Context: an optimization exercise on an open-source flow, tuned for small area and a short achievable clock period. The choices shown serve that exercise and are no tape-out recipe.
Function was checked by simulation only, so behaviour that the tests miss may differ from the original.
No driver is modelled on the clock port, so clocking that relies on it looks cheaper here than on a real chip.
Power figures rest on the tool's default switching activity, not on a simulated workload.

<file path="run.sh">
#!/bin/bash
# synth_recipe.tcl (not shown) runs the flow's synth.tcl, then flattens the netlist and writes it again
# the make line also repeats each setting of config.mk as NAME=value (left out here)
make -C /OpenROAD-flow-scripts/flow DESIGN_CONFIG=/design/flow/config.mk WORK_HOME=/design/flow/orfs CLKGATE_MAP_FILE= SYNTH_SCRIPT=/design/flow/synth_recipe.tcl finish
</file>
<file path="config.mk">
export PLATFORM = sky130hd
export DESIGN_NAME = data_mem_responder
export DESIGN_NICKNAME = data_mem_responder
export VERILOG_FILES = /design/flow/design.v
export SDC_FILE = /design/flow/constraint.sdc
export NUM_CORES = 4
export LEC_CHECK = 0
export CAP_MARGIN = 20
export CORE_MARGIN = 2
export CORE_UTILIZATION = 60
export CTS_CLUSTER_DIAMETER = 100
export CTS_CLUSTER_SIZE = 25
export PLACE_DENSITY = 0.65
export SETUP_SLACK_MARGIN = 2.5
export SLEW_MARGIN = 20
</file>
<file path="constraint.sdc">
create_clock -name core_clock -period 4.5 [get_ports {clk}]
set_input_delay 0.9000 -clock core_clock [delete_from_list [all_inputs] [get_ports {clk}]]
set_output_delay 0.9000 -clock core_clock [all_outputs]
set_load 0.01 [all_outputs]
</file>
<file path="design.v">
module data_mem_responder #(
    parameter int BITS       = 16,
    parameter int DEPTH_LOG2 = 8,
    parameter int WAIT       = 2
) (
    input  logic            clk,
    input  logic            rst,
    input  logic            req,
    input  logic            we,
    input  logic [15:0]     addr,
    input  logic [BITS-1:0] wdata,
    output logic [BITS-1:0] rdata,
    output logic            ack,
    output logic            busy,
    output logic            err
);
    localparam int NR = 16;     
    localparam int NT = 6;      
    localparam int NW = 4;      
    logic [3:0] r_c;
    always_ff @(posedge clk) begin
        r_c <= r_c + 4'd1;
    end
    logic r_idle, r_w1, r_w2, r_w3, r_ack, r_busy, r_err, r_ld3;
    logic r_we, r_mis;
    always_ff @(posedge clk) begin
        if (rst) begin
            r_idle <= 1'b1;
            r_w1   <= 1'b0;
            r_w2   <= 1'b0;
            r_w3   <= 1'b0;
            r_ack  <= 1'b0;
            r_busy <= 1'b0;
            r_err  <= 1'b0;
            r_ld3  <= 1'b0;
        end else begin
            r_idle <= (r_idle & ~req) | r_ack;
            r_w1   <= r_idle & req;
            r_w2   <= r_w1;
            r_w3   <= r_w2;
            r_ack  <= r_w3;
            r_busy <= (r_idle & req) | r_w1 | r_w2;
            r_err  <= r_w3 & r_mis;
            r_ld3  <= r_w2 & ~r_we & ~r_mis;
        end
    end
    logic [7:0]       r_k;
    logic [BITS-1:0]  r_wdata;
    logic [NR-1:0]    r_roh;      
    logic             r_same;     
    logic [3:0]       r_pos;      
    logic [NR*NT-1:0] r_rs;       
    logic             r_rat;      
    logic             r_pv;       
    logic [7:0]       r_pk;       
    logic [NR-1:0]    w_iroh, w_nroh;
    logic [NT-1:0][3:0] r_tgt;
    always_ff @(posedge clk) begin
        r_tgt[0] <= 4'd14 - r_c;
        r_tgt[1] <= 4'd1 - r_c;
        r_tgt[2] <= 4'd4 - r_c;
        r_tgt[3] <= 4'd7 - r_c;
        r_tgt[4] <= 4'd10 - r_c;
        r_tgt[5] <= 4'd12 - r_c;
    end
    logic [NT-1:0]    w_ntoh;
    always_comb begin
        for (int i = 0; i < NR; i++) w_iroh[i] = (addr[8:5] == 4'(i));
        w_ntoh[0] = r_idle ? (addr[4:1] == r_tgt[0]) : (r_pos == 4'd15);
        w_ntoh[1] = r_idle ? (addr[4:1] == r_tgt[1]) : (r_pos == 4'd2);
        w_ntoh[2] = r_idle ? (addr[4:1] == r_tgt[2]) : (r_pos == 4'd5);
        w_ntoh[3] = r_idle ? (addr[4:1] == r_tgt[3]) : (r_pos == 4'd8);
        w_ntoh[4] = r_idle ? (addr[4:1] == r_tgt[4]) : (r_pos == 4'd11);
        w_ntoh[5] = r_idle ? (addr[4:1] == r_tgt[5]) : (r_pos == 4'd13);
    end
    assign w_nroh = r_idle ? w_iroh : r_roh;
    always_ff @(posedge clk) begin
        if (r_idle) begin
            r_we    <= we;
            r_mis   <= addr[0];
            r_k     <= addr[8:1];
            r_roh   <= w_iroh;
            r_same  <= (addr[8:1] == r_pk);
            r_wdata <= wdata;
            r_pos   <= addr[4:1] + r_c + 4'd1;
        end else begin
            r_pos   <= r_pos + 4'd1;
        end
        for (int i = 0; i < NR * NT; i++) r_rs[i] <= w_nroh[i / NT] & w_ntoh[i % NT];
        r_rat <= |w_ntoh;
    end
    logic [NR-1:0]    r_proh;     
    logic [3:0]       r_ppos;     
    logic [BITS-1:0]  r_pdata;    
    logic [NW-1:0]    r_pws;
    logic [NR*NW-1:0] r_ws;       
    logic [NR-1:0]    w_nproh;
    logic             w_set, w_npv;
    logic [3:0]       w_nppos;
    assign w_set   = r_w3 & ~rst & r_we & ~r_mis;
    assign w_npv   = w_set | (r_pv & ~(|r_pws));
    assign w_nppos = r_w3 ? r_pos + 4'd1 : r_ppos + 4'd1;
    assign w_nproh = w_set ? r_roh : r_proh;
    always_ff @(posedge clk) begin
        if (w_set) begin
            r_pk    <= r_k;
            r_proh  <= r_roh;
            r_pdata <= r_wdata;
        end
        r_pv   <= w_npv;
        r_ppos <= w_nppos;
        r_pws[0] <= w_npv & (w_nppos == 4'd15);
        r_pws[1] <= w_npv & (w_nppos == 4'd3);
        r_pws[2] <= w_npv & (w_nppos == 4'd7);
        r_pws[3] <= w_npv & (w_nppos == 4'd11);
        for (int i = 0; i < NR * NW; i++)
            r_ws[i] <= w_nproh[i / NW] & w_npv & (w_nppos == 4'(((i % NW) * 4 + 15) % 16));
    end
    logic [BITS-1:0] m0_0, m0_1, m0_2, m0_3, m0_4, m0_5, m0_6, m0_7, m0_8, m0_9, m0_10, m0_11, m0_12, m0_13, m0_14, m0_15;
    logic [BITS-1:0] m1_0, m1_1, m1_2, m1_3, m1_4, m1_5, m1_6, m1_7, m1_8, m1_9, m1_10, m1_11, m1_12, m1_13, m1_14, m1_15;
    logic [BITS-1:0] m2_0, m2_1, m2_2, m2_3, m2_4, m2_5, m2_6, m2_7, m2_8, m2_9, m2_10, m2_11, m2_12, m2_13, m2_14, m2_15;
    logic [BITS-1:0] m3_0, m3_1, m3_2, m3_3, m3_4, m3_5, m3_6, m3_7, m3_8, m3_9, m3_10, m3_11, m3_12, m3_13, m3_14, m3_15;
    logic [BITS-1:0] m4_0, m4_1, m4_2, m4_3, m4_4, m4_5, m4_6, m4_7, m4_8, m4_9, m4_10, m4_11, m4_12, m4_13, m4_14, m4_15;
    logic [BITS-1:0] m5_0, m5_1, m5_2, m5_3, m5_4, m5_5, m5_6, m5_7, m5_8, m5_9, m5_10, m5_11, m5_12, m5_13, m5_14, m5_15;
    logic [BITS-1:0] m6_0, m6_1, m6_2, m6_3, m6_4, m6_5, m6_6, m6_7, m6_8, m6_9, m6_10, m6_11, m6_12, m6_13, m6_14, m6_15;
    logic [BITS-1:0] m7_0, m7_1, m7_2, m7_3, m7_4, m7_5, m7_6, m7_7, m7_8, m7_9, m7_10, m7_11, m7_12, m7_13, m7_14, m7_15;
    logic [BITS-1:0] m8_0, m8_1, m8_2, m8_3, m8_4, m8_5, m8_6, m8_7, m8_8, m8_9, m8_10, m8_11, m8_12, m8_13, m8_14, m8_15;
    logic [BITS-1:0] m9_0, m9_1, m9_2, m9_3, m9_4, m9_5, m9_6, m9_7, m9_8, m9_9, m9_10, m9_11, m9_12, m9_13, m9_14, m9_15;
    logic [BITS-1:0] m10_0, m10_1, m10_2, m10_3, m10_4, m10_5, m10_6, m10_7, m10_8, m10_9, m10_10, m10_11, m10_12, m10_13, m10_14, m10_15;
    logic [BITS-1:0] m11_0, m11_1, m11_2, m11_3, m11_4, m11_5, m11_6, m11_7, m11_8, m11_9, m11_10, m11_11, m11_12, m11_13, m11_14, m11_15;
    logic [BITS-1:0] m12_0, m12_1, m12_2, m12_3, m12_4, m12_5, m12_6, m12_7, m12_8, m12_9, m12_10, m12_11, m12_12, m12_13, m12_14, m12_15;
    logic [BITS-1:0] m13_0, m13_1, m13_2, m13_3, m13_4, m13_5, m13_6, m13_7, m13_8, m13_9, m13_10, m13_11, m13_12, m13_13, m13_14, m13_15;
    logic [BITS-1:0] m14_0, m14_1, m14_2, m14_3, m14_4, m14_5, m14_6, m14_7, m14_8, m14_9, m14_10, m14_11, m14_12, m14_13, m14_14, m14_15;
    logic [BITS-1:0] m15_0, m15_1, m15_2, m15_3, m15_4, m15_5, m15_6, m15_7, m15_8, m15_9, m15_10, m15_11, m15_12, m15_13, m15_14, m15_15;
    always_ff @(posedge clk) begin
        m0_0 <= ~(r_ws[0] ? r_pdata : m0_15);
        m0_1 <= m0_0;
        m0_2 <= m0_1;
        m0_3 <= m0_2;
        m0_4 <= ~(r_ws[1] ? ~r_pdata : m0_3);
        m0_5 <= m0_4;
        m0_6 <= m0_5;
        m0_7 <= m0_6;
        m0_8 <= ~(r_ws[2] ? r_pdata : m0_7);
        m0_9 <= m0_8;
        m0_10 <= m0_9;
        m0_11 <= m0_10;
        m0_12 <= ~(r_ws[3] ? ~r_pdata : m0_11);
        m0_13 <= m0_12;
        m0_14 <= m0_13;
        m0_15 <= m0_14;
        m1_0 <= ~(r_ws[4] ? r_pdata : m1_15);
        m1_1 <= m1_0;
        m1_2 <= m1_1;
        m1_3 <= m1_2;
        m1_4 <= ~(r_ws[5] ? ~r_pdata : m1_3);
        m1_5 <= m1_4;
        m1_6 <= m1_5;
        m1_7 <= m1_6;
        m1_8 <= ~(r_ws[6] ? r_pdata : m1_7);
        m1_9 <= m1_8;
        m1_10 <= m1_9;
        m1_11 <= m1_10;
        m1_12 <= ~(r_ws[7] ? ~r_pdata : m1_11);
        m1_13 <= m1_12;
        m1_14 <= m1_13;
        m1_15 <= m1_14;
        m2_0 <= ~(r_ws[8] ? r_pdata : m2_15);
        m2_1 <= m2_0;
        m2_2 <= m2_1;
        m2_3 <= m2_2;
        m2_4 <= ~(r_ws[9] ? ~r_pdata : m2_3);
        m2_5 <= m2_4;
        m2_6 <= m2_5;
        m2_7 <= m2_6;
        m2_8 <= ~(r_ws[10] ? r_pdata : m2_7);
        m2_9 <= m2_8;
        m2_10 <= m2_9;
        m2_11 <= m2_10;
        m2_12 <= ~(r_ws[11] ? ~r_pdata : m2_11);
        m2_13 <= m2_12;
        m2_14 <= m2_13;
        m2_15 <= m2_14;
        m3_0 <= ~(r_ws[12] ? r_pdata : m3_15);
        m3_1 <= m3_0;
        m3_2 <= m3_1;
        m3_3 <= m3_2;
        m3_4 <= ~(r_ws[13] ? ~r_pdata : m3_3);
        m3_5 <= m3_4;
        m3_6 <= m3_5;
        m3_7 <= m3_6;
        m3_8 <= ~(r_ws[14] ? r_pdata : m3_7);
        m3_9 <= m3_8;
        m3_10 <= m3_9;
        m3_11 <= m3_10;
        m3_12 <= ~(r_ws[15] ? ~r_pdata : m3_11);
        m3_13 <= m3_12;
        m3_14 <= m3_13;
        m3_15 <= m3_14;
        m4_0 <= ~(r_ws[16] ? r_pdata : m4_15);
        m4_1 <= m4_0;
        m4_2 <= m4_1;
        m4_3 <= m4_2;
        m4_4 <= ~(r_ws[17] ? ~r_pdata : m4_3);
        m4_5 <= m4_4;
        m4_6 <= m4_5;
        m4_7 <= m4_6;
        m4_8 <= ~(r_ws[18] ? r_pdata : m4_7);
        m4_9 <= m4_8;
        m4_10 <= m4_9;
        m4_11 <= m4_10;
        m4_12 <= ~(r_ws[19] ? ~r_pdata : m4_11);
        m4_13 <= m4_12;
        m4_14 <= m4_13;
        m4_15 <= m4_14;
        m5_0 <= ~(r_ws[20] ? r_pdata : m5_15);
        m5_1 <= m5_0;
        m5_2 <= m5_1;
        m5_3 <= m5_2;
        m5_4 <= ~(r_ws[21] ? ~r_pdata : m5_3);
        m5_5 <= m5_4;
        m5_6 <= m5_5;
        m5_7 <= m5_6;
        m5_8 <= ~(r_ws[22] ? r_pdata : m5_7);
        m5_9 <= m5_8;
        m5_10 <= m5_9;
        m5_11 <= m5_10;
        m5_12 <= ~(r_ws[23] ? ~r_pdata : m5_11);
        m5_13 <= m5_12;
        m5_14 <= m5_13;
        m5_15 <= m5_14;
        m6_0 <= ~(r_ws[24] ? r_pdata : m6_15);
        m6_1 <= m6_0;
        m6_2 <= m6_1;
        m6_3 <= m6_2;
        m6_4 <= ~(r_ws[25] ? ~r_pdata : m6_3);
        m6_5 <= m6_4;
        m6_6 <= m6_5;
        m6_7 <= m6_6;
        m6_8 <= ~(r_ws[26] ? r_pdata : m6_7);
        m6_9 <= m6_8;
        m6_10 <= m6_9;
        m6_11 <= m6_10;
        m6_12 <= ~(r_ws[27] ? ~r_pdata : m6_11);
        m6_13 <= m6_12;
        m6_14 <= m6_13;
        m6_15 <= m6_14;
        m7_0 <= ~(r_ws[28] ? r_pdata : m7_15);
        m7_1 <= m7_0;
        m7_2 <= m7_1;
        m7_3 <= m7_2;
        m7_4 <= ~(r_ws[29] ? ~r_pdata : m7_3);
        m7_5 <= m7_4;
        m7_6 <= m7_5;
        m7_7 <= m7_6;
        m7_8 <= ~(r_ws[30] ? r_pdata : m7_7);
        m7_9 <= m7_8;
        m7_10 <= m7_9;
        m7_11 <= m7_10;
        m7_12 <= ~(r_ws[31] ? ~r_pdata : m7_11);
        m7_13 <= m7_12;
        m7_14 <= m7_13;
        m7_15 <= m7_14;
        m8_0 <= ~(r_ws[32] ? r_pdata : m8_15);
        m8_1 <= m8_0;
        m8_2 <= m8_1;
        m8_3 <= m8_2;
        m8_4 <= ~(r_ws[33] ? ~r_pdata : m8_3);
        m8_5 <= m8_4;
        m8_6 <= m8_5;
        m8_7 <= m8_6;
        m8_8 <= ~(r_ws[34] ? r_pdata : m8_7);
        m8_9 <= m8_8;
        m8_10 <= m8_9;
        m8_11 <= m8_10;
        m8_12 <= ~(r_ws[35] ? ~r_pdata : m8_11);
        m8_13 <= m8_12;
        m8_14 <= m8_13;
        m8_15 <= m8_14;
        m9_0 <= ~(r_ws[36] ? r_pdata : m9_15);
        m9_1 <= m9_0;
        m9_2 <= m9_1;
        m9_3 <= m9_2;
        m9_4 <= ~(r_ws[37] ? ~r_pdata : m9_3);
        m9_5 <= m9_4;
        m9_6 <= m9_5;
        m9_7 <= m9_6;
        m9_8 <= ~(r_ws[38] ? r_pdata : m9_7);
        m9_9 <= m9_8;
        m9_10 <= m9_9;
        m9_11 <= m9_10;
        m9_12 <= ~(r_ws[39] ? ~r_pdata : m9_11);
        m9_13 <= m9_12;
        m9_14 <= m9_13;
        m9_15 <= m9_14;
        m10_0 <= ~(r_ws[40] ? r_pdata : m10_15);
        m10_1 <= m10_0;
        m10_2 <= m10_1;
        m10_3 <= m10_2;
        m10_4 <= ~(r_ws[41] ? ~r_pdata : m10_3);
        m10_5 <= m10_4;
        m10_6 <= m10_5;
        m10_7 <= m10_6;
        m10_8 <= ~(r_ws[42] ? r_pdata : m10_7);
        m10_9 <= m10_8;
        m10_10 <= m10_9;
        m10_11 <= m10_10;
        m10_12 <= ~(r_ws[43] ? ~r_pdata : m10_11);
        m10_13 <= m10_12;
        m10_14 <= m10_13;
        m10_15 <= m10_14;
        m11_0 <= ~(r_ws[44] ? r_pdata : m11_15);
        m11_1 <= m11_0;
        m11_2 <= m11_1;
        m11_3 <= m11_2;
        m11_4 <= ~(r_ws[45] ? ~r_pdata : m11_3);
        m11_5 <= m11_4;
        m11_6 <= m11_5;
        m11_7 <= m11_6;
        m11_8 <= ~(r_ws[46] ? r_pdata : m11_7);
        m11_9 <= m11_8;
        m11_10 <= m11_9;
        m11_11 <= m11_10;
        m11_12 <= ~(r_ws[47] ? ~r_pdata : m11_11);
        m11_13 <= m11_12;
        m11_14 <= m11_13;
        m11_15 <= m11_14;
        m12_0 <= ~(r_ws[48] ? r_pdata : m12_15);
        m12_1 <= m12_0;
        m12_2 <= m12_1;
        m12_3 <= m12_2;
        m12_4 <= ~(r_ws[49] ? ~r_pdata : m12_3);
        m12_5 <= m12_4;
        m12_6 <= m12_5;
        m12_7 <= m12_6;
        m12_8 <= ~(r_ws[50] ? r_pdata : m12_7);
        m12_9 <= m12_8;
        m12_10 <= m12_9;
        m12_11 <= m12_10;
        m12_12 <= ~(r_ws[51] ? ~r_pdata : m12_11);
        m12_13 <= m12_12;
        m12_14 <= m12_13;
        m12_15 <= m12_14;
        m13_0 <= ~(r_ws[52] ? r_pdata : m13_15);
        m13_1 <= m13_0;
        m13_2 <= m13_1;
        m13_3 <= m13_2;
        m13_4 <= ~(r_ws[53] ? ~r_pdata : m13_3);
        m13_5 <= m13_4;
        m13_6 <= m13_5;
        m13_7 <= m13_6;
        m13_8 <= ~(r_ws[54] ? r_pdata : m13_7);
        m13_9 <= m13_8;
        m13_10 <= m13_9;
        m13_11 <= m13_10;
        m13_12 <= ~(r_ws[55] ? ~r_pdata : m13_11);
        m13_13 <= m13_12;
        m13_14 <= m13_13;
        m13_15 <= m13_14;
        m14_0 <= ~(r_ws[56] ? r_pdata : m14_15);
        m14_1 <= m14_0;
        m14_2 <= m14_1;
        m14_3 <= m14_2;
        m14_4 <= ~(r_ws[57] ? ~r_pdata : m14_3);
        m14_5 <= m14_4;
        m14_6 <= m14_5;
        m14_7 <= m14_6;
        m14_8 <= ~(r_ws[58] ? r_pdata : m14_7);
        m14_9 <= m14_8;
        m14_10 <= m14_9;
        m14_11 <= m14_10;
        m14_12 <= ~(r_ws[59] ? ~r_pdata : m14_11);
        m14_13 <= m14_12;
        m14_14 <= m14_13;
        m14_15 <= m14_14;
        m15_0 <= ~(r_ws[60] ? r_pdata : m15_15);
        m15_1 <= m15_0;
        m15_2 <= m15_1;
        m15_3 <= m15_2;
        m15_4 <= ~(r_ws[61] ? ~r_pdata : m15_3);
        m15_5 <= m15_4;
        m15_6 <= m15_5;
        m15_7 <= m15_6;
        m15_8 <= ~(r_ws[62] ? r_pdata : m15_7);
        m15_9 <= m15_8;
        m15_10 <= m15_9;
        m15_11 <= m15_10;
        m15_12 <= ~(r_ws[63] ? ~r_pdata : m15_11);
        m15_13 <= m15_12;
        m15_14 <= m15_13;
        m15_15 <= m15_14;
    end
    logic [BITS-1:0] w_tap;
    always_comb begin
        w_tap = '0;
        w_tap = w_tap | ({BITS{r_rs[0]}} & ~m0_0);
        w_tap = w_tap | ({BITS{r_rs[1]}} & ~m0_3);
        w_tap = w_tap | ({BITS{r_rs[2]}} & m0_6);
        w_tap = w_tap | ({BITS{r_rs[3]}} & ~m0_9);
        w_tap = w_tap | ({BITS{r_rs[4]}} & m0_12);
        w_tap = w_tap | ({BITS{r_rs[5]}} & m0_14);
        w_tap = w_tap | ({BITS{r_rs[6]}} & ~m1_0);
        w_tap = w_tap | ({BITS{r_rs[7]}} & ~m1_3);
        w_tap = w_tap | ({BITS{r_rs[8]}} & m1_6);
        w_tap = w_tap | ({BITS{r_rs[9]}} & ~m1_9);
        w_tap = w_tap | ({BITS{r_rs[10]}} & m1_12);
        w_tap = w_tap | ({BITS{r_rs[11]}} & m1_14);
        w_tap = w_tap | ({BITS{r_rs[12]}} & ~m2_0);
        w_tap = w_tap | ({BITS{r_rs[13]}} & ~m2_3);
        w_tap = w_tap | ({BITS{r_rs[14]}} & m2_6);
        w_tap = w_tap | ({BITS{r_rs[15]}} & ~m2_9);
        w_tap = w_tap | ({BITS{r_rs[16]}} & m2_12);
        w_tap = w_tap | ({BITS{r_rs[17]}} & m2_14);
        w_tap = w_tap | ({BITS{r_rs[18]}} & ~m3_0);
        w_tap = w_tap | ({BITS{r_rs[19]}} & ~m3_3);
        w_tap = w_tap | ({BITS{r_rs[20]}} & m3_6);
        w_tap = w_tap | ({BITS{r_rs[21]}} & ~m3_9);
        w_tap = w_tap | ({BITS{r_rs[22]}} & m3_12);
        w_tap = w_tap | ({BITS{r_rs[23]}} & m3_14);
        w_tap = w_tap | ({BITS{r_rs[24]}} & ~m4_0);
        w_tap = w_tap | ({BITS{r_rs[25]}} & ~m4_3);
        w_tap = w_tap | ({BITS{r_rs[26]}} & m4_6);
        w_tap = w_tap | ({BITS{r_rs[27]}} & ~m4_9);
        w_tap = w_tap | ({BITS{r_rs[28]}} & m4_12);
        w_tap = w_tap | ({BITS{r_rs[29]}} & m4_14);
        w_tap = w_tap | ({BITS{r_rs[30]}} & ~m5_0);
        w_tap = w_tap | ({BITS{r_rs[31]}} & ~m5_3);
        w_tap = w_tap | ({BITS{r_rs[32]}} & m5_6);
        w_tap = w_tap | ({BITS{r_rs[33]}} & ~m5_9);
        w_tap = w_tap | ({BITS{r_rs[34]}} & m5_12);
        w_tap = w_tap | ({BITS{r_rs[35]}} & m5_14);
        w_tap = w_tap | ({BITS{r_rs[36]}} & ~m6_0);
        w_tap = w_tap | ({BITS{r_rs[37]}} & ~m6_3);
        w_tap = w_tap | ({BITS{r_rs[38]}} & m6_6);
        w_tap = w_tap | ({BITS{r_rs[39]}} & ~m6_9);
        w_tap = w_tap | ({BITS{r_rs[40]}} & m6_12);
        w_tap = w_tap | ({BITS{r_rs[41]}} & m6_14);
        w_tap = w_tap | ({BITS{r_rs[42]}} & ~m7_0);
        w_tap = w_tap | ({BITS{r_rs[43]}} & ~m7_3);
        w_tap = w_tap | ({BITS{r_rs[44]}} & m7_6);
        w_tap = w_tap | ({BITS{r_rs[45]}} & ~m7_9);
        w_tap = w_tap | ({BITS{r_rs[46]}} & m7_12);
        w_tap = w_tap | ({BITS{r_rs[47]}} & m7_14);
        w_tap = w_tap | ({BITS{r_rs[48]}} & ~m8_0);
        w_tap = w_tap | ({BITS{r_rs[49]}} & ~m8_3);
        w_tap = w_tap | ({BITS{r_rs[50]}} & m8_6);
        w_tap = w_tap | ({BITS{r_rs[51]}} & ~m8_9);
        w_tap = w_tap | ({BITS{r_rs[52]}} & m8_12);
        w_tap = w_tap | ({BITS{r_rs[53]}} & m8_14);
        w_tap = w_tap | ({BITS{r_rs[54]}} & ~m9_0);
        w_tap = w_tap | ({BITS{r_rs[55]}} & ~m9_3);
        w_tap = w_tap | ({BITS{r_rs[56]}} & m9_6);
        w_tap = w_tap | ({BITS{r_rs[57]}} & ~m9_9);
        w_tap = w_tap | ({BITS{r_rs[58]}} & m9_12);
        w_tap = w_tap | ({BITS{r_rs[59]}} & m9_14);
        w_tap = w_tap | ({BITS{r_rs[60]}} & ~m10_0);
        w_tap = w_tap | ({BITS{r_rs[61]}} & ~m10_3);
        w_tap = w_tap | ({BITS{r_rs[62]}} & m10_6);
        w_tap = w_tap | ({BITS{r_rs[63]}} & ~m10_9);
        w_tap = w_tap | ({BITS{r_rs[64]}} & m10_12);
        w_tap = w_tap | ({BITS{r_rs[65]}} & m10_14);
        w_tap = w_tap | ({BITS{r_rs[66]}} & ~m11_0);
        w_tap = w_tap | ({BITS{r_rs[67]}} & ~m11_3);
        w_tap = w_tap | ({BITS{r_rs[68]}} & m11_6);
        w_tap = w_tap | ({BITS{r_rs[69]}} & ~m11_9);
        w_tap = w_tap | ({BITS{r_rs[70]}} & m11_12);
        w_tap = w_tap | ({BITS{r_rs[71]}} & m11_14);
        w_tap = w_tap | ({BITS{r_rs[72]}} & ~m12_0);
        w_tap = w_tap | ({BITS{r_rs[73]}} & ~m12_3);
        w_tap = w_tap | ({BITS{r_rs[74]}} & m12_6);
        w_tap = w_tap | ({BITS{r_rs[75]}} & ~m12_9);
        w_tap = w_tap | ({BITS{r_rs[76]}} & m12_12);
        w_tap = w_tap | ({BITS{r_rs[77]}} & m12_14);
        w_tap = w_tap | ({BITS{r_rs[78]}} & ~m13_0);
        w_tap = w_tap | ({BITS{r_rs[79]}} & ~m13_3);
        w_tap = w_tap | ({BITS{r_rs[80]}} & m13_6);
        w_tap = w_tap | ({BITS{r_rs[81]}} & ~m13_9);
        w_tap = w_tap | ({BITS{r_rs[82]}} & m13_12);
        w_tap = w_tap | ({BITS{r_rs[83]}} & m13_14);
        w_tap = w_tap | ({BITS{r_rs[84]}} & ~m14_0);
        w_tap = w_tap | ({BITS{r_rs[85]}} & ~m14_3);
        w_tap = w_tap | ({BITS{r_rs[86]}} & m14_6);
        w_tap = w_tap | ({BITS{r_rs[87]}} & ~m14_9);
        w_tap = w_tap | ({BITS{r_rs[88]}} & m14_12);
        w_tap = w_tap | ({BITS{r_rs[89]}} & m14_14);
        w_tap = w_tap | ({BITS{r_rs[90]}} & ~m15_0);
        w_tap = w_tap | ({BITS{r_rs[91]}} & ~m15_3);
        w_tap = w_tap | ({BITS{r_rs[92]}} & m15_6);
        w_tap = w_tap | ({BITS{r_rs[93]}} & ~m15_9);
        w_tap = w_tap | ({BITS{r_rs[94]}} & m15_12);
        w_tap = w_tap | ({BITS{r_rs[95]}} & m15_14);
    end
    logic [BITS-1:0] r_hold, r_rdata, w_hkeep, w_rkeep;
    logic            r_hstale;
    assign w_hkeep = {BITS{~r_rat}} & r_hold;
    always_ff @(posedge clk) begin
        r_hold <= w_tap | w_hkeep;
        if (r_rat) r_hstale <= r_pv & r_same;
    end
    assign w_rkeep = r_ld3 ? ({BITS{~r_rat}} & (r_hstale ? r_pdata : r_hold)) : r_rdata;
    always_ff @(posedge clk) begin
        if (rst) r_rdata <= '0;
        else     r_rdata <= ({BITS{r_ld3}} & w_tap) | w_rkeep;
    end
    assign rdata = r_rdata;
    assign ack   = r_ack;
    assign busy  = r_busy;
    assign err   = r_err;
endmodule
</file>
==> results.json, run 1 <==
{
  "status": "timing/DRC/antenna clean",
  "peakVddDrop_v": 0.000413,
  "p_int_mw": 47.7,
  "cts_tree": "built",
  "start_util": 0.606,
  "r2r-end": "r_hold[4]",
  "synth_nets": 8040,
  "slowest_stage": "dfxtp_4",
  "core_area_um2": 186000,
  "grt_pass1_vias": 62000,
  "cts_hold_buf": 0,
  "die_w_um": 437,
  "r2r_start": "r_rs[55]",
  "path_class": "reg -> out",
  "detailed_place_hpwl_mm": 270,
  "setup.worst_path.end": "rdata[8]",
  "synth_top_family_by_area": "multiplexers",
  "grt_use_total": 0.452,
  "path_max_fanout": 2,
  "antenna_left": 0,
  "min_period_ns": 2.37,
  "swShare": 0.209,
  "crit_buf_inv": 1,
  "period_share": 0.527,
  "h-tree-depth": 4,
  "synth-simple-area-share": 0.0528,
  "num-fill-cells": 13200,
  "nets": 8385,
  "ys_dominant_reg_cell": "dfxtp_1",
  "maxCapViolCount": 0,
  "max_slew_margin": 0.179,
  "clk_pin_slew_ns": 0.10,
  "gp_congestion": 0.996,
  "hold-worst-slack_ns": 0.310,
  "netlist_instances": 7988,
  "die_h_um": 437,
  "synth_adder_area_share": 0.00185,
  "numCtsBuffers": 194,
  "row_count": 158,
  "routed_wl_mm": 441,
  "top_register": "r_rs",
  "drv_slew": 0,
  "path_depth": 1,
  "rr_worst_depth": 7,
  "synth_cell_types": 61,
  "combPwrFrac": 0.017,
  "ys_async_sr_fraction": 0,
  "fin_tns_setup_ns": 0,
  "pwr-share-seq": 0.655,
  "finalSetupViolations": 0,
  "port-buffer-count": 47,
  "skew_ns": 0.0454,
  "total_power_mw": 60.3,
  "wl_per_cell_um": 40.5,
  "cellLeakagePower_nw": 47.9,
  "cp_top_family": "flip-flops",
  "rsz0062_at_grt": "true",
  "synth-compound-area-share": 0.0611,
  "synth_mux_area_frac": 0.0732,
  "p_per_area_nw_per_um2": 474,
  "crit_path_end_kind": "output pin",
  "grt_max_degree": 51,
  "fmax_ghz": 0.421,
  "crit_arrival_ns": 1.47,
  "yosys.area_share.xor_xnor": 0.00280,
  "drc": 0,
  "layout-drive-gt1-share": 0.135,
  "start_kind": "flop",
  "vias_per_cell": 6.20,
  "ys_ff_latch": 4412,
  "hold_viol": 0,
  "critPathLaunch": "r_rdata[8]",
  "cts.path.max_buffers": 3,
  "clk_latency_ns": 0.92,
  "ys_seq_area_frac": 0.790,
  "vias": 67600,
  "r2r_slack_ns": 2.35,
  "switchingPower_mw": 12.6,
  "synth.avg_cell_area_um2": 14.1,
  "overflow": 0,
  "syn2layout_area_growth_pct": 13.1,
  "biggestRegsByFlops": "r_rs: 96 flops, r_ws: 64 flops",
  "io_pins": 55,
  "cts_sinks": 4412,
  "clkPwrFrac": 0.328,
  "worstMarginPinSlew_ns": 1.23,
  "first_pass_iters": 8,
  "ys.warnings.count": 1,
  "grt_pass1_wl_mm": 564,
  "synth_edf_count": 52,
  "crit_chain": "buf_6",
  "min_path_type": "reg -> reg",
  "die_area_um2": 191000,
  "crit_path_max_incr_delay_ns": 0.44,
  "antenna_found_initial": 55,
  "cp.required_ns": 3.60,
  "drtIter0Drc": 10200,
  "cts_root_buffer": "clkbuf_16",
  "largest_reg_flops": 96,
  "utilization": 0.685,
  "syn_area_um2": 113000
}
## per-layer routing
metal,global-route usage,up-vias,routed length [um]
met1,0.589,33500,163000
met3,0.164,1404,63500
met2,0.613,5149,175000
met4,0.332,37,39500
li1,-,27400,-
met5,0.0171,-,744
## layout make-up
| type | instances | area (um^2) | share of cell area |
|---|---|---|---|
| inverters | 115 | 802 | 0.00630 |
| well taps | 2480 | 3100 | 0.0244 |
| repair inverters | 2 | 13.8 | 0.000108 |
| multi-input cells | 3063 | 22800 | 0.179 |
| repair buffers | 545 | 6020 | 0.0473 |
| flip-flops and latches | 4412 | 89300 | 0.701 |
| diodes | 44 | 110 | 0.000865 |
| clock buffers | 222 | 5040 | 0.0396 |
| clock inverters | 11 | 151 | 0.00119 |
## cell usage in the layout (no fill, tap or decap), types with 21 or more instances in the layout
master and count:
o21ai_0 306, dfxtp_2 75, clkdlybuf4s50_1 25, xnor2_1 22, diode_2 44, o211a_1 53
buf_6 88, nand2_1 599, a22oi_2 28, clkbuf_16 198, o22ai_1 65, nor4_1 21
o2111a_1 70, buf_8 27, inv_1 67, nor2_1 173, dfxtp_4 86, buf_4 299
o2111ai_1 63, nand4_1 50, mux2i_1 807, or4_4 32, edfxtp_1 52, a22oi_1 110
clkbuf_1 24, o211ai_1 29, dfxtp_1 4199, nand2b_1 226, a22o_1 37, buf_12 97
a2bb2oi_1 37
## cell usage after synthesis, drive strengths merged (5+ instances only)
| cell | number | area [um^2] |
|---|---|---|
| xor2 | 14 | 123 |
| or2b | 10 | 75.1 |
| o221ai | 25 | 219 |
| nor3 | 9 | 45.0 |
| clkinv | 8 | 30.0 |
| a221oi | 12 | 105 |
| nor2 | 173 | 649 |
| nand4 | 50 | 313 |
| and4 | 5 | 43.8 |
| o22ai | 68 | 425 |
| o221a | 8 | 90.1 |
| nand2b | 232 | 1450 |
| o211ai | 29 | 218 |
| and3 | 18 | 113 |
| a31oi | 19 | 119 |
| a22oi | 138 | 1070 |
| inv | 107 | 402 |
| a2bb2oi | 41 | 359 |
| nor4 | 48 | 357 |
| o211a | 53 | 531 |
| o2111ai | 70 | 613 |
| edfxtp | 52 | 1560 |
| nor2b | 7 | 43.8 |
| buf | 94 | 516 |
| xnor2 | 22 | 193 |
| ha | 15 | 188 |
| o21ai | 317 | 1590 |
| clkbuf | 309 | 1160 |
| or4 | 41 | 312 |
| o21bai | 16 | 120 |
| o2111a | 70 | 788 |
| nand2 | 604 | 2270 |
| a21oi | 22 | 110 |
| a22o | 37 | 324 |
| nand3 | 20 | 100 |
| dfxtp | 4360 | 87300 |
| mux2i | 819 | 8200 |
| o21a | 16 | 120 |
## worst min-delay path by stage
stage	start	slack (ns)	endpoint	cells after the start
2_1_floorplan	m0_10[0]	0.31	m0_11[0]	0
3_3_place_gp	m1_2[13]	0.31	m1_3[13]	0
3_5_place_dp	m0_1[4]	0.31	m0_2[4]	0
4_1_cts	m9_4[14]	0.31	m9_5[14]	0
5_1_grt	m5_5[8]	0.33	m5_6[8]	0
6_report	m9_4[14]	0.31	m9_5[14]	0
## power by group through the flow
stage	sequential (mW)	clock (mW)	combinational, mW
after detailed placement	40.4	0	0.750
after global placement	40.4	0	0.716
after global routing	39.5	21.0	1.04
after floorplan	40.3	0	0.459
after CTS	39.5	19.7	0.867
final	39.5	19.8	1.02
## per-stage QoR
step	cells	setup WS [ns]	area, um^2
2_1_floorplan	7988	2.45	113000
3_3_place_gp	10300	1.10	116000
3_5_place_dp	10300	1.13	117000
4_1_cts	10800	2.12	126000
5_1_grt	10900	2.12	127000
6_report	10900	2.13	127000
## cells by family (layout without fill, tap and decap cells)
logic type	count (synthesis)	count (layout)
flops	4412	4412
simple gates	1234	1239
compound gates	950	950
mux	822	822
buf+inv	518	895
xor+xnor	36	36
fa+ha+maj	16	16
other cells	0	44
## timing repair
action	4_1_cts	5_1_grt
pin swaps	65	73
hold endpoints to repair	0	0
cloned	5	5
buffers inserted	208	63
endpoints found under the setup margin	275	165
gates resized for setup	611	181
==> run 2: changes to the inputs <==
--- a/config.mk
+++ b/config.mk
@@ -12,4 +12,4 @@
 export CTS_CLUSTER_SIZE = 25
 export PLACE_DENSITY = 0.65
-export SETUP_SLACK_MARGIN = 2.5
+export SETUP_SLACK_MARGIN = 2.7
 export SLEW_MARGIN = 20
==> run 2 against run 1 <==
  * The layout now fails its checks (antenna rules)
  * Fmax increased by 1.9%
  * Die area unchanged
  * Total power up 0.41%
  * Via count is 3.2% higher
  * Clock power about the same
  * Non-clock buffer count is 65 higher
  * Cell area rose by 1.4%
  * Wire length is 3.4% higher
  * Sequential share of layout area is 0.93 points lower
  * First-iteration DRC count rose by 10%
  * Synthesized cell count is the same
  * Final cell count is 1.0% higher
==> results.json, run 2 <==
{
  "cts_sinks": 4412,
  "start_kind": "flop",
  "maxCapViolCount": 0,
  "mostFrequentLayoutCells": "4192 x dfxtp_1, 802 x mux2i_1, 591 x nand2_1, 314 x buf_4, 307 x o21ai_0",
  "gp_congestion": 1.03,
  "swShare": 0.210,
  "holdPathEnd": "m12_2[12]",
  "die_w_um": 437,
  "antenna_found_initial": 61,
  "largest_reg_flops": 96,
  "synth.avg_cell_area_um2": 14.1,
  "syn_area_um2": 113000,
  "period_share": 0.518,
  "min_period_ns": 2.33,
  "final_common_cell": "dfxtp_1",
  "wl_per_cell_um": 41.4,
  "synthTopCellsByCount": "4360 x dfxtp_1, 819 x mux2i_1, 604 x nand2_1",
  "cellLeakagePower_nw": 48.5,
  "row_count": 158,
  "cp_top_family": "flip-flops",
  "drtIter0Drc": 11300,
  "fin_tns_setup_ns": 0,
  "ys_top_cells_by_area": "dfxtp_1 78%, mux2i_1 7.3%, nand2_1 2.0%",
  "grt_pass1_wl_mm": 582,
  "hold_viol": 0,
  "core_area_um2": 186000,
  "routed_wl_mm": 456,
  "drc": 0,
  "pwr-share-seq": 0.652,
  "biggestRegsByFlops": "r_rs: 96 flops, r_ws: 64 flops",
  "r2r-end": "r_rdata[11]",
  "worst_slack_ns": 2.17,
  "yosys.area_share.xor_xnor": 0.00280,
  "h-tree-depth": 4,
  "path_class": "reg -> out",
  "holdPathStages": 0,
  "cts_root_buffer": "clkbuf_16",
  "rr_worst_depth": 7,
  "dp_cells": 10300,
  "netlist_instances": 7988,
  "syn2layout_area_growth_pct": 14.7,
  "synth_edf_count": 52,
  "clkPwrFrac": 0.328,
  "die_h_um": 437,
  "crit_chain": "buf_6",
  "clk_pin_slew_ns": 0.09,
  "crit_path_max_incr_delay_ns": 0.42,
  "top_register": "r_rs",
  "synth_nets": 8040,
  "placed_area_um2": 117000,
  "post-place-ws_ns": 1.27,
  "hold_start": "m12_1[12]",
  "grt_pass1_vias": 63000,
  "vias_per_cell": 6.34,
  "ys_async_sr_fraction": 0,
  "worstMarginPinSlew_ns": 1.20,
  "fin_area_um2": 129000,
  "utilization": 0.695,
  "synth_cell_types": 61,
  "finalSetupViolations": 0,
  "combPwrFrac": 0.020,
  "cts_tree": "built",
  "crit_arrival_ns": 1.43,
  "ys_ff_latch": 4412,
  "synth_mux_area_frac": 0.0732,
  "peakVddDrop_v": 0.000411,
  "switchingPower_mw": 12.7,
  "synth_top_area_frac": 0.776,
  "cts.path.max_buffers": 3,
  "detailed_place_hpwl_mm": 275,
  "clk_latency_ns": 0.91,
  "slowest_stage": "dfxtp_4",
  "p_per_area_nw_per_um2": 469,
  "r2r_start": "r_rs[37]",
  "crit_buf_inv": 1,
  "layout-drive-gt1-share": 0.153,
  "max_slew_margin": 0.202,
  "numCtsBuffers": 194,
  "ys_seq_area_frac": 0.790,
  "rsz0062_at_grt": "true",
  "grt_use_total": 0.469,
  "synth_most_common_cell": "dfxtp_1",
  "fin_cells": 11000,
  "p_int_mw": 47.8,
  "min_path_type": "reg -> reg",
  "cp.required_ns": 3.60,
  "synth-simple-area-share": 0.0528,
  "r2r_slack_ns": 2.42,
  "drv_slew": 0,
  "ys_dominant_reg_cell": "dfxtp_1",
  "failed_checks": "antenna rules",
  "synth_top_area_cell": "dfxtp_1",
  "synth_top_family_by_area": "multiplexers",
  "nets": 8453,
  "vias": 69700,
  "status": "finished with violations",
  "cts_hold_buf": 0,
  "antenna_left": 1,
  "skew_ns": 0.0283,
  "path_max_fanout": 2,
  "fmax_ghz": 0.429,
  "grt_max_degree": 51,
  "die_area_um2": 191000,
  "start_util": 0.606,
  "ys.warnings.count": 1,
  "synth-compound-area-share": 0.0611,
  "overflow": 0,
  "first_pass_iters": 8,
  "crit_path_end_kind": "output pin",
  "io_pins": 55,
  "synth_adder_area_share": 0.00185,
  "port-buffer-count": 47
}
run 2: cell types whose count changed in the layout (fill, tap and decap cells not counted), moves of 15 or more:
cell	before	now
a22oi_2	28	44
dfxtp_4	86	112
diode_2	44	89
buf_4	299	314
buf_12	97	134
nor2_2	0	17
dfxtp_2	75	56
a22oi_1	110	94
inv_1	67	52
nor2_1	173	151
run 2: power groups by stage:
stage               sequential (mW)  combinational, mW  clock, mW
CTS                            39.5               1.00       19.7
global route                   39.5               1.22       21.1
finish                         39.5               1.19       19.9
detailed placement             40.4              0.735          0
floorplan                      40.3              0.470          0
global placement               40.4              0.725          0
run 2: stage by stage:
step | total power [mW] | hold slack [ns]
finish | 60.6 | 0.314
floorplan | 40.8 | 0.310
detailed placement | 41.2 | 0.312
CTS | 60.2 | 0.314
global route | 61.8 | 0.323
global placement | 41.2 | 0.310
run 2: worst max path at each step:
stage	start	to	slack, ns	cells after the start
after floorplan	rst	r_ws[13]	2.45	8
after global placement	addr[4]	r_rat	1.29	4
after detailed placement	addr[4]	r_rat	1.27	4
after CTS	r_rdata[9]	rdata[9]	2.15	1
after global routing	r_rdata[9]	rdata[9]	2.15	1
final	r_rdata[9]	rdata[9]	2.17	1
run 2: cell families (layout without fill, tap and decap cells):
group | count (synthesis) | in the layout
XOR/XNOR | 36 | 36
other | 0 | 89
flip-flops | 4412 | 4412
multiplexers | 822 | 823
adder cells (fa/ha/maj) | 16 | 16
buffers and inverters | 518 | 958
AND/OR/NAND/NOR | 1234 | 1242
AO/OA/AOI/OAI | 950 | 950
run 2: timing repair:
action / 4_1_cts / 5_1_grt
buffers inserted: 289 / 44
cloned: 7 / 4
endpoints found under the setup margin: 413 / 206
gates resized for setup: 831 / 179
pin swaps: 107 / 67
run 2: routing by layer:
metal / up-vias / GRT usage / part of all wire
met1: 34400 / 0.608 / 0.36
li1: 27700 / - / -
met3: 1610 / 0.191 / 0.16
met2: 5996 / 0.623 / 0.39
met4: 36 / 0.354 / 0.089
met5: - / 0.00857 / 0.0018
run 2: final cells by class:
type / count / area, um^2
timing repair inverter: 1 / 11.3
multi-input combinational: 3067 / 23200
clock buffer: 222 / 5090
fill: 12900 / 56700
antenna: 89 / 223
sequential: 4412 / 89300
tap: 2480 / 3100
clock inverter: 10 / 146
inverter: 115 / 848
timing repair buffer: 610 / 7080
==> run 3: changes to the inputs <==
==> flow/run.sh (new file) <==
#!/bin/bash
# Own flow: the standard layout (standard.sh), with one extra step after
# clock-tree synthesis (post_cts.tcl) that splits the clock root buffer into
# four quadrant roots driven by the clock port, and repairs the design and timing after it.  ORFS writes each tool's log
# under orfs/logs/; make's own output goes to standard.log here.
set -euo pipefail
W="$(pwd)"
bash standard.sh SKIP_CTS_REPAIR_TIMING=1 POST_CTS_TCL="$W/flow/post_cts.tcl" finish > "$W/standard.log" 2>&1
==> flow/post_cts.tcl (new file) <==
# Split the clock root buffer into four: the clock port drives four copies
# of the root buffer, each driving the mid-level buffers of one quadrant, so
# no root buffer drives the whole next level.
set block [ord::get_db_block]
set root [$block findInst clkbuf_0_clk]
if {$root == "NULL"} {
  puts "post_cts: no clkbuf_0_clk, nothing done"
  return
}
set rootA [$root findITerm A]
set rootX [$root findITerm X]
set inNet [$rootA getNet]
set outNet [$rootX getNet]
set loads {}
foreach it [$outNet getITerms] {
  if {[$it getId] == [$rootX getId]} { continue }
  if {[$it isOutputSignal]} { continue }
  set inst [$it getInst]
  set loc [$inst getLocation]
  lappend loads [list $it [lindex $loc 0] [lindex $loc 1]]
}
set n [llength $loads]
puts "post_cts: root drives $n loads"
if {$n < 8} { return }
# two-way split by x, then each half by y
set byx [lsort -integer -index 1 $loads]
set half [expr {$n / 2}]
set groups {}
foreach part [list [lrange $byx 0 [expr {$half - 1}]] [lrange $byx $half end]] {
  set byy [lsort -integer -index 2 $part]
  set h [expr {[llength $byy] / 2}]
  lappend groups [lrange $byy 0 [expr {$h - 1}]] [lrange $byy $h end]
}
set master [$root getMaster]
set g 0
foreach grp $groups {
  set sx 0; set sy 0
  foreach l $grp { incr sx [lindex $l 1]; incr sy [lindex $l 2] }
  set cx [expr {$sx / [llength $grp]}]
  set cy [expr {$sy / [llength $grp]}]
  if {$g == 0} {
    set drv $root
  } else {
    set drv [odb::dbInst_create $block $master "clkbuf_0_clk_q$g"]
    set net [odb::dbNet_create $block "clknet_0_clk_q$g"]
    $net setSigType CLOCK
    [$drv findITerm A] connect $inNet
    [$drv findITerm X] connect $net
    foreach l $grp {
      set it [lindex $l 0]
      $it disconnect
      $it connect $net
    }
  }
  $drv setLocation $cx $cy
  $drv setPlacementStatus PLACED
  puts "post_cts: group $g: [llength $grp] loads, driver at $cx $cy"
  incr g
}
detailed_placement
estimate_parasitics -placement
report_clock_skew
# timing repair (setup and hold) after the split; the flow's own repair in
# cts.tcl is skipped (SKIP_CTS_REPAIR_TIMING=1 in run.sh)
repair_design_helper
repair_timing_helper
detailed_placement
check_placement -verbose
estimate_parasitics -placement
report_clock_skew
report_worst_slack -max
report_worst_slack -min
==> standard.sh (new file) <==
#!/bin/bash
# synth_recipe.tcl (not shown) runs the flow's synth.tcl, then flattens the netlist and writes it again
# the make line also repeats each setting of config.mk as NAME=value (left out here)
make -C /OpenROAD-flow-scripts/flow DESIGN_CONFIG=/design/flow/config.mk WORK_HOME=/design/flow/orfs CLKGATE_MAP_FILE= SYNTH_SCRIPT=/design/flow/synth_recipe.tcl "${@:-finish}"
--- a/config.mk
+++ b/config.mk
@@ -12,4 +12,4 @@
 export CTS_CLUSTER_SIZE = 25
 export PLACE_DENSITY = 0.65
-export SETUP_SLACK_MARGIN = 2.7
+export SETUP_SLACK_MARGIN = 2.2
 export SLEW_MARGIN = 20
removed: run.sh
==> run 3 against run 2 <==
  * Critical endpoint is now r_rdata[9]
  * Wire length fell by 5.6%
  * Critical path depth rose by 5
  * Still fails the layout checks on antenna rules
  * Final cell count fell by 2.9%
  * Sequential power barely moved
  * Largest power group unchanged
  * Combinational power fell by 34%
  * Hold slack improved by 0.0027 ns
  * Total power fell by 0.56%
==> results.json, run 3 <==
{
  "status": "finished with violations",
  "failed_checks": "antenna rules",
  "synth_cell_types": 61,
  "top_register": "r_rs",
  "crit_arrival_ns": 3.01,
  "rsz0062_at_grt": "true",
  "clkPwrFrac": 0.331,
  "mostFrequentLayoutCells": "4226 x dfxtp_1, 819 x mux2i_1, 604 x nand2_1, 315 x o21ai_0, 232 x nand2b_1",
  "antenna_left": 1,
  "p_int_mw": 47.8,
  "port-buffer-count": 47,
  "die_h_um": 437,
  "path_class": "reg -> reg",
  "overflow": 0,
  "max_slew_margin": 0.108,
  "fin_tns_setup_ns": 0,
  "ys.warnings.count": 1,
  "num-fill-cells": 13600,
  "drv_slew": 0,
  "drc": 0,
  "clk_latency_ns": 0.65,
  "die_area_um2": 191000,
  "ys_dominant_reg_cell": "dfxtp_1",
  "synth_edf_count": 52,
  "crit_path_end_kind": "flop",
  "largest_reg_flops": 96,
  "min_period_ns": 2.45,
  "multi_input_area_um2": 21800,
  "ys_seq_area_frac": 0.790,
  "die_w_um": 437,
  "holdPathStages": 0,
  "netlist_instances": 7988,
  "path_max_fanout": 5,
  "core_area_um2": 186000,
  "synth_most_common_cell": "dfxtp_1",
  "maxCapViolCount": 0,
  "synth.avg_cell_area_um2": 14.1,
  "routed_wl_mm": 431,
  "combPwrFrac": 0.013,
  "vias_per_cell": 6.36,
  "synthTopCellsByCount": "4360 x dfxtp_1, 819 x mux2i_1, 604 x nand2_1",
  "rr_worst_depth": 6,
  "cp.required_ns": 5.07,
  "layout-drive-gt1-share": 0.0869,
  "register_area_um2": 89100,
  "p_per_area_nw_per_um2": 490,
  "swShare": 0.207,
  "start_util": 0.606,
  "biggestRegsByFlops": "r_rs: 96 flops, r_ws: 64 flops",
  "io_pins": 55,
  "hold_viol": 0,
  "min_path_type": "reg -> reg",
  "synth_top_area_frac": 0.776,
  "r2r_start": "r_rs[72]",
  "first_pass_iters": 5,
  "dp_cells": 10300,
  "peakVddDrop_v": 0.000412,
  "cts_sinks": 4412,
  "r2r_slack_ns": 2.05,
  "grt_max_degree": 51,
  "grt_use_total": 0.440,
  "drtIter0Drc": 11400,
  "fmax_ghz": 0.409,
  "syn2layout_area_growth_pct": 9.17,
  "finalSetupViolations": 0,
  "wl_per_cell_um": 40.3,
  "skew_ns": 0.0408,
  "syn_area_um2": 113000,
  "start_kind": "flop",
  "final_common_cell": "dfxtp_1",
  "antenna_found_initial": 66,
  "detailed_place_hpwl_mm": 275,
  "r2r-end": "r_rdata[9]",
  "synth_top_area_cell": "dfxtp_1",
  "switchingPower_mw": 12.5,
  "cellLeakagePower_nw": 46.0,
  "grt_pass1_vias": 60700,
  "row_count": 158,
  "period_share": 0.543,
  "ys_top_cells_by_area": "dfxtp_1 78%, mux2i_1 7.3%, nand2_1 2.0%",
  "fin_cells": 10700,
  "ys_ff_latch": 4412,
  "synth_nets": 8040,
  "gp_congestion": 1.04,
  "hold_start": "m0_10[2]",
  "clk_pin_slew_ns": 0.10,
  "worstMarginPinSlew_ns": 1.34,
  "vias": 68000,
  "pwr-share-seq": 0.656,
  "holdPathEnd": "m0_11[2]",
  "cts_tree": "built",
  "nets": 8144,
  "ys_async_sr_fraction": 0,
  "grt_pass1_wl_mm": 552
}
==> run 3: cell counts after synthesis <==
Identical to the previous run, type by type.
==> run 3: cell families (layout without fill, tap and decap cells) <==
kind of cell | Yosys count | count (layout) | synth area share
flip-flops | 4412 | 4412 | 0.790
AND/OR/NAND/NOR | 1234 | 1234 | 0.0528
multiplexers | 822 | 822 | 0.0732
AO/OA/AOI/OAI | 950 | 950 | 0.0611
buffers and inverters | 518 | 656 | 0.0187
adder cells (fa/ha/maj) | 16 | 16 | 0.00185
other | 0 | 82 | 0
XOR/XNOR | 36 | 36 | 0.00280
==> run 3: worst max-delay path: stages (launching register included) <==
cell,delay (ns)
dfxtp_2,0.71
clkinvlp_4,0.44
buf_4,0.32
o211ai_1,0.40
nor4_1,0.11
and4_1,0.23
a31oi_1,0.12
==> run 3: power groups by stage <==
stage / Sequential, mW / Clock, mW / Combinational, mW
detailed placement: 40.4 / 0 / 0.713
finish: 39.5 / 19.9 / 0.784
floorplan: 40.3 / 0 / 0.433
global route: 39.5 / 21.1 / 0.801
global placement: 40.4 / 0 / 0.708
==> run 3: how the worst max path moves through the flow <==
stage / startpoint / to / slack (ns)
after floorplan: rst / r_ws[28] / 2.28
final: r_rs[72] / r_rdata[9] / 2.05
after global placement: addr[2] / r_rat / 1.24
after global routing: r_pos[0] / r_ws[15] / 1.98
after detailed placement: addr[2] / r_rat / 1.27
==> run 3: stage by stage <==
| stage | worst slack [ns] | cell area [um^2] | hold slack, ns | utilization | total power [mW] |
|---|---|---|---|---|---|
| 2_1_floorplan | 2.28 | 113000 | 0.310 | - | 40.8 |
| 3_3_place_gp | 1.24 | 116000 | 0.310 | 0.627 | 41.1 |
| 3_5_place_dp | 1.27 | 116000 | 0.312 | 0.627 | 41.1 |
| 5_1_grt | 1.98 | 123000 | 0.312 | 0.660 | 61.5 |
| 6_report | 2.05 | 123000 | 0.316 | 0.661 | 60.2 |
==> run 3: layout make-up, clock buffers not listed <==
| class | count | share of cell area |
|---|---|---|
| flip-flops and latches | 4412 | 0.725 |
| multi-input cells | 3058 | 0.177 |
| well taps | 2480 | 0.0253 |
| repair buffers | 308 | 0.0224 |
| inverters | 115 | 0.00506 |
| diodes | 82 | 0.00167 |
| clock inverters | 11 | 0.00117 |
| plain buffers | 3 | 0.000611 |
==> run 3: layer usage <==
layer	track usage	up-vias	part of all wire
met1	0.593	33700	0.38
met4	0.281	14	0.073
li1	-	27000	-
met5	0	-	0.00022
met3	0.156	1402	0.15
met2	0.600	5804	0.40

[port drivers added, routing unchanged]
In the flow no input, the clock included, has a driving cell. The finished layouts below were timed again as built, in two steps. Step 1 sets driving cells, clkbuf_16 on the clock port and buf_2 on the other inputs (assumed; they add their load-dependent delay and slew). Step 2 moves the port delays by t, midway between the first and last clock arrival at a register: inputs arrive t later, outputs are due t later. That takes back most of the time a late clock gives input paths. Three values: no drivers, after step 1, after step 2; two values: the first two.
run | shift t [ns] | setup WS [ns] | pins driven straight from the clock port
run 1 | 0.994 | 2.127 / 2.029 / 1.624 | 1
run 2 | 0.984 | 2.171 / 2.075 / 1.735 | 1
run 3 | 0.831 | 2.054 / 2.052 / 1.562 | 4
The setup slack of run 1, which loses most, moves by -0.098 ns with the drivers and by -0.503 ns with both steps.
